From an optimization exercise on the open Yosys and OpenROAD flow, aimed at small area, a short achievable clock period and few clock cycles per item; shortcuts taken in it are not production practice. In this exercise RTL edits were held to simulation tests only and were not proved equivalent to the original.

## value_noise_interpolator
module value_noise_interpolator #(
  parameter int FRAC_BITS      = 16,
  parameter int COS_TABLE_BITS = 8
) (
  input  logic clk_i,
  input  logic rst_ni,
  input  logic                                 s_axis_tvalid,
  output logic                                 s_axis_tready,
  input  logic [((FRAC_BITS + 1 + 7) / 8) * 8 - 1:0] s_axis_tdata,
  input  logic                                 s_axis_tuser,
  output logic                                 m_axis_tvalid,
  input  logic                                 m_axis_tready,
  output logic [((FRAC_BITS + 3 + 7) / 8) * 8 - 1:0] m_axis_tdata,
  input  logic                                 cfg_we_i,
  input  logic [1:0]                           cfg_idx_i,
  input  logic [31:0]                          cfg_data_i
);
Settings: LEC_CHECK=0, CAP_MARGIN=20, CORE_MARGIN=2, CORE_UTILIZATION=40, CTS_BUF_LIST=sky130_fd_sc_hd__clkbuf_8, SLEW_MARGIN=20; clock period 12.0 ns.
run.sh (not shown) runs the stock make flow with config.mk's settings and CLKGATE_MAP_FILE= SYNTH_SCRIPT=/design/flow/synth_recipe.tcl, a recipe that flattens the netlist after the stock synthesis.
Testbench counts at the start, summed over its fixed seeds: cycles 5,232, items 4,800.
Then changed:
--- a/flow/design.v
+++ b/flow/design.v
@@ -158,22 +158,20 @@
       rst0_q <= s_axis_tuser;
     end
   end
   logic [F-1:0]       w0_q, w1_q, w2_q;
   logic [31:0]        g3_q;
   logic [F-1:0]       t1_q;
   logic [F:0]         tn_q;
   logic [31:0]  fs1, fs2, gsrc, gnext;
   logic [F-1:0] nw0, nw1, nw2, nw3, nt;
   logic         shift;
-  logic [F:0]   tsum;
-  assign tsum  = {1'b0, tn_q[F-1:0]} + inc0_q;
   assign fs1   = vni_pkg::xorshift32(seed_q);
   assign fs2   = vni_pkg::xorshift32(fs1);
   assign shift = tn_q[F];
   assign gsrc  = do_fill ? fs2 : g3_q;
   assign gnext = vni_pkg::xorshift32(gsrc);
   always_comb begin
     if (do_fill) begin
       nw0 = seed_q[31 -: F];
       nw1 = fs1[31 -: F];
       nw2 = gsrc[31 -: F];
@@ -195,89 +193,64 @@
   end
   always_ff @(posedge clk_i) begin
     if (do_fill || upd1) begin
       w0_q <= nw0;
       w1_q <= nw1;
       w2_q <= nw2;
       if (do_fill || shift) begin
         g3_q <= gnext;
       end
       t1_q <= nt;
-      tn_q <= do_fill ? (upd1 ? inc0_q : '0) : tsum;
+      tn_q <= fill_q && !upd1 ? '0 : ({1'b0, nt} + inc0_q);
     end
   end
-  logic [31:0]        gsh;
-  logic               upd_sh;
-  logic signed [16:0] e1_q, dd1_q;
-  logic signed [16:0] es, eh, ds, dh;
-  assign gsh    = vni_pkg::xorshift32(g3_q);
-  assign upd_sh = upd1 && shift;
-  assign es     = 17'(gsh[31 -: F]) - 17'(g3_q[31 -: F]);
-  assign eh     = 17'(g3_q[31 -: F]) - 17'(w2_q);
-  assign ds     = 17'(w1_q) - 17'(w2_q);
-  assign dh     = 17'(w0_q) - 17'(w1_q);
-  always_ff @(posedge clk_i) begin
-    e1_q  <= (es & {17{upd_sh}}) | (eh & {17{!upd_sh}});
-    dd1_q <= (ds & {17{upd_sh}}) | (dh & {17{!upd_sh}});
-  end
-  logic signed [18:0] cd, ce, cp, cr, rc, rl;
+  logic signed [18:0] cd, cp, cr;
   always_comb begin
-    cd = 19'(dd1_q);
-    ce = 19'(e1_q);
-    cp = ce - cd;
-    rc = 19'(w2_q) - 19'(w0_q);
-    rl = 19'(w2_q) - 19'(w1_q);
-    cr = (rc & {19{is_cubic}}) | (rl & {19{!is_cubic}});    
+    cd = 19'(w0_q) - 19'(w1_q);
+    cp = 19'(g3_q[31 -: F]) - 19'(w2_q) - 19'(w0_q) + 19'(w1_q);
+    cr = 19'(w2_q) - 19'(is_cubic ? w0_q : w1_q);
   end
   logic signed [17:0] p1_q;
   logic signed [16:0] d1_q;
   logic signed [16:0] r1_q;
   logic [F-1:0]       tp_q, w1p_q;
   always_ff @(posedge clk_i) begin
     if (en_q) begin
-      p1_q  <= cp[17:0] & {18{is_cubic}};
-      d1_q  <= cd[16:0] & {17{is_cubic}};
+      p1_q  <= is_cubic ? cp[17:0] : '0;
+      d1_q  <= is_cubic ? cd[16:0] : '0;
       r1_q  <= is_step ? '0 : cr[16:0];
       tp_q  <= t1_q;
       w1p_q <= w1_q;
     end
   end
   logic [34:0] t1s, t1c;
   logic [K:0]  lo1;
   vni_tree1 u_tree1 (.x_i(p1_q), .t_i(tp_q), .d_i(d1_q), .s_o(t1s), .c_o(t1c));
   assign lo1 = {1'b0, t1s[K-1:0]} + {1'b0, t1c[K-1:0]};
   logic [34:K]        r1s_q, r1c_q;
   logic               r1k_q;
   logic [F-1:0]       ta_q, w1a_q;
-  logic [C-1:0]       ikn_q, ik_q;    
   logic signed [16:0] ra_q;
   always_ff @(posedge clk_i) begin
     if (en_q) begin
       r1s_q <= t1s[34:K];
       r1c_q <= t1c[34:K];
       r1k_q <= lo1[K];
       ta_q  <= tp_q;
-      ikn_q <= ~tp_q[F-1 -: C];
-      ik_q  <= tp_q[F-1 -: C];
       w1a_q <= w1p_q;
       ra_q  <= r1_q;
     end
   end
   logic [34:K] sum1;
   logic [F:0]  cos_w;
   assign sum1  = r1s_q + r1c_q + {{(34 - K){1'b0}}, r1k_q};
-  logic [C-1:0] cidx;
-  logic [F:0]   cos_a, cos_b;
-  assign cidx  = ~ikn_q;
-  assign cos_a = COS_TAB[cidx*(F+1) +: F+1];
-  assign cos_b = COS_TAB[ik_q*(F+1) +: F+1];
-  assign cos_w = {cos_b[F:F/2], cos_a[F/2-1:0]};
+  assign cos_w = COS_TAB[ta_q[F-1 -: C]*(F+1) +: F+1];
   logic signed [18:0] a_q;
   logic [F-1:0]       tb_q, mb_q, w1b_q;
   logic signed [16:0] rb_q;
   always_ff @(posedge clk_i) begin
     if (en_q) begin
       a_q   <= sum1[34:16];
       tb_q  <= ta_q;
       mb_q  <= is_cos ? cos_w[F-1:0] : ta_q;
       w1b_q <= w1a_q;
       rb_q  <= ra_q;
What happened:
- The changed run passed the timing, DRC and antenna checks
- fmax shrinks by 6.9%
- design area fell by 6.3%
- core utilization hardly moves
- sequential share of layout area increases by 0.60 points
- synthesized cell count drops by 8.5%
- setup slack got worse by 0.34 ns
Testbench counts after the change, summed over its fixed seeds: cycles 5,232, items 4,800.

[re-timing with driven ports]
In the flow no input, the clock included, has a driving cell. The finished layouts below were timed again as built, in two steps. Step 1 assumes that a clkbuf_16 drives the clock port and a buf_2 every other input. Step 2 moves the port delays by t, midway between the first and last clock arrival at a register: inputs arrive t later, outputs are due t later. That takes back most of the time a late clock gives input paths. a / b / c = ideal / step 1 / step 2; a / b = the first two.
run	t, ns	setup slack, ns	worst setup path at the end	slew at the worst register clock pin (ns)	worst data-port slew with drivers (ns)
the first run	0.895	7.414 / 7.414 / 7.414	register to register	0.07 / 0.07	0.07
the second run	0.882	7.072 / 7.072 / 7.072	register to register	0.08 / 0.08	0.07
After both steps every run listed still meets setup and hold.
